This design comes from an exercise in tuning for small area on the open sky130 flow, not from production work.
The RTL was checked by simulation tests, not by an equivalence proof against the original design.

==> flow/design.v (excerpt) <==
module arenaTop
#(
    parameter int hVisible = 640,
    parameter int hFront   = 16,
    parameter int hSyncLen = 96,
    parameter int hBack    = 48,
    parameter int vVisible = 480,
    parameter int vFront   = 10,
    parameter int vSyncLen = 2,
    parameter int vBack    = 33
)
(
    input  logic   clk,
    input  logic   rstN,
    input  logic   load,
    input  arenaPkg::scene_t update,
    output arenaPkg::rgb_t   pixel,
    output logic   hSync,
    output logic   vSync
);
    function automatic logic signed [7:0] sineOf(input logic [3:0] idx);
        sineOf =
              (idx == 4'd0) ? 8'sd0 :
              (idx == 4'd1) ? 8'sd49 :
              (idx == 4'd2) ? 8'sd90 :
              (idx == 4'd3) ? 8'sd117 :
              (idx == 4'd4) ? 8'sd127 :
              (idx == 4'd5) ? 8'sd117 :
              (idx == 4'd6) ? 8'sd90 :
              (idx == 4'd7) ? 8'sd49 :
              (idx == 4'd8) ? 8'sd0 :
              (idx == 4'd9) ? -8'sd49 :
              (idx == 4'd10) ? -8'sd90 :
              (idx == 4'd11) ? -8'sd117 :
              (idx == 4'd12) ? -8'sd127 :
              (idx == 4'd13) ? -8'sd117 :
              (idx == 4'd14) ? -8'sd90 :
              -8'sd49;
    endfunction
    function automatic logic signed [8:0] cosPlusSin(input logic [3:0] idx);
        cosPlusSin =
  ...
Settings: LEC_CHECK=0, ABC_AREA=1, CAP_MARGIN=20, CORE_MARGIN=2, CORE_UTILIZATION=40, CTS_BUF_LIST=sky130_fd_sc_hd__clkbuf_8, CTS_CLUSTER_DIAMETER=80, CTS_CLUSTER_SIZE=16, SLEW_MARGIN=20; clock period 20.0 ns.
standard.sh (not shown) runs the stock make flow with config.mk's settings and CLKGATE_MAP_FILE= SYNTH_SCRIPT=/design/flow/synth_recipe.tcl, a recipe that flattens the netlist after the stock synthesis.
==> flow/flow/run.sh <==
#!/bin/bash
# Own layout flow: the standard synthesis, then the logic between the
# flip-flops and adder cells mapped again by ABC for area (the registers and
# their cells stay as the standard synthesis made them), then the standard flow's
# standard layout from floorplan to finish. Each tool logs to its own file here.
set -euo pipefail

R=orfs/results/${FLOW_PLATFORM}/arenaTop/base
L=orfs/logs/${FLOW_PLATFORM}/arenaTop/base

# 1. standard synthesis
bash standard.sh synth > synth_standard.log 2>&1

# 2. area re-mapping of the combinational logic
cp "$R/1_2_yosys.v" 1_2_yosys_standard.v
LIB="$FLOW_HOME/platforms/$FLOW_PLATFORM/lib/sky130_fd_sc_hd__tt_025C_1v80.lib"
DONT_USE=$(grep -o -- "-dont_use [^ ]*" "$L/1_2_yosys.log" | sort -u | tr '\n' ' ')
sed -e "s|@LIB@|$LIB|g" -e "s|@DONT_USE@|$DONT_USE|g" -e "s|@TOP@|$FLOW_TOP|g" \
    -e "s|@IN@|1_2_yosys_standard.v|g" -e "s|@OUT@|1_2_yosys_area.v|g" \
    flow/reopt.ys > reopt.ys
yosys -s reopt.ys > reopt.log 2>&1
cp 1_2_yosys_area.v "$R/1_2_yosys.v"

# 3. standard layout from the re-mapped netlist (make redoes 1_synth from it)
bash standard.sh finish > layout.log 2>&1
==> flow/flow/reopt.ys <==
# Re-map the standard synthesis's combinational logic for area.
# Flip-flops, adder cells and tie cells are kept as they are; every other
# cell is flattened into its logic function and mapped again by ABC.
read_liberty -ignore_miss_func @LIB@
read_verilog @IN@
hierarchy -top @TOP@
setattr -mod -set keep_hierarchy 1 sky130_fd_sc_hd__*df* sky130_fd_sc_hd__*dl* sky130_fd_sc_hd__fa_* sky130_fd_sc_hd__ha_* sky130_fd_sc_hd__conb_*
flatten
techmap
opt -fast
select -module @TOP@
abc -liberty @LIB@ @DONT_USE@ -script "+strash; &get -n; &deepsyn -T 60; &dch; &nf -a -R 1000; &put; topo"
select -clear
blackbox =sky130_fd_sc_hd__*
splitnets
opt_clean -purge
hilomap -singleton -hicell sky130_fd_sc_hd__conb_1 HI -locell sky130_fd_sc_hd__conb_1 LO
insbuf -buf sky130_fd_sc_hd__buf_4 A X
rename -enumerate -pattern ar_%_
check -mapped
stat -liberty @LIB@
write_verilog -noattr -nohex -nodec @OUT@
The first run finished with timing, DRC and antenna clean.
Change:
--- a/flow/design.v
+++ b/flow/design.v
@@ -1,53 +1,16 @@
-package arenaPkg;
-    typedef logic [9:0] coord_t;
-    typedef logic [3:0] heading_t;
-    typedef logic signed [7:0] trig_t;
-    typedef struct packed {
-        coord_t x;
-        coord_t y;
-    } point_t;
-    typedef struct packed {
-        logic [7:0] red;
-        logic [7:0] green;
-        logic [7:0] blue;
-    } rgb_t;
-    typedef struct packed {
-        point_t   tank1;
-        point_t   tank2;
-        point_t   bullet;
-        heading_t heading;
-        logic     bulletActive;
-        coord_t   halfSize;
-    } scene_t;
-    localparam rgb_t tank1Color  = 24'hffbb00;
-    localparam rgb_t tank2Color  = 24'hff0000;
-    localparam rgb_t bulletColor = 24'h32ddde;
-    localparam rgb_t floorColor  = 24'h555555;
-    localparam rgb_t blankColor  = 24'h000000;
-endpackage
 module arenaTop
-#(
-    parameter int hVisible = 640,
-    parameter int hFront   = 16,
-    parameter int hSyncLen = 96,
-    parameter int hBack    = 48,
-    parameter int vVisible = 480,
-    parameter int vFront   = 10,
-    parameter int vSyncLen = 2,
-    parameter int vBack    = 33
-)
 (
-    input  logic   clk,
-    input  logic   rstN,
-    input  logic   load,
-    input  arenaPkg::scene_t update,
-    output arenaPkg::rgb_t   pixel,
-    output logic   hSync,
-    output logic   vSync
+    input  logic        clk,
+    input  logic        rstN,
+    input  logic        load,
+    input  logic [74:0] update,
+    output logic [23:0] pixel,
+    output logic        hSync,
+    output logic        vSync
 );
     function automatic logic signed [7:0] sineOf(input logic [3:0] idx);
         sineOf =
               (idx == 4'd0) ? 8'sd0 :
               (idx == 4'd1) ? 8'sd49 :
               (idx == 4'd2) ? 8'sd90 :
               (idx == 4'd3) ? 8'sd117 :
=> Non-clock buffer count increases by 4; wire length increases by 4.3%; hold slack gains 0.017 ns; area after synthesis hardly moves; utilization increases by 0.24 points; count of clock-buffer cells in the layout decreases by 1; sequential cell count stays the same; via count increases by 1.3%; register-to-register slack loses 0.31 ns.

afterwards: timing with drivers on the ports:
Ports are ideal in the flow. The routed layouts listed here were re-timed in OpenROAD. Step 1 assumes that a clkbuf_16 drives the clock port and a buf_2 every other input. Step 2 moves the port delays by t, midway between the first and last clock arrival at a register: inputs arrive t later, outputs are due t later. That takes back most of the time a late clock gives input paths. Three values: ideal, step 1, step 2; two values: the first two.
run | t (ns) | setup WS [ns] | worst hold slack (ns)
the first run | 0.599 | 4.365 / 4.289 / 3.690 | 0.436 / 0.436 / 0.436
the second run | 0.585 | 3.782 / 3.801 / 3.216 | 0.453 / 0.453 / 0.453
After both steps every run listed still meets setup and hold. For the first run, which loses most, drivers alone change the setup slack by -0.076 ns; drivers and shift together by -0.675 ns.
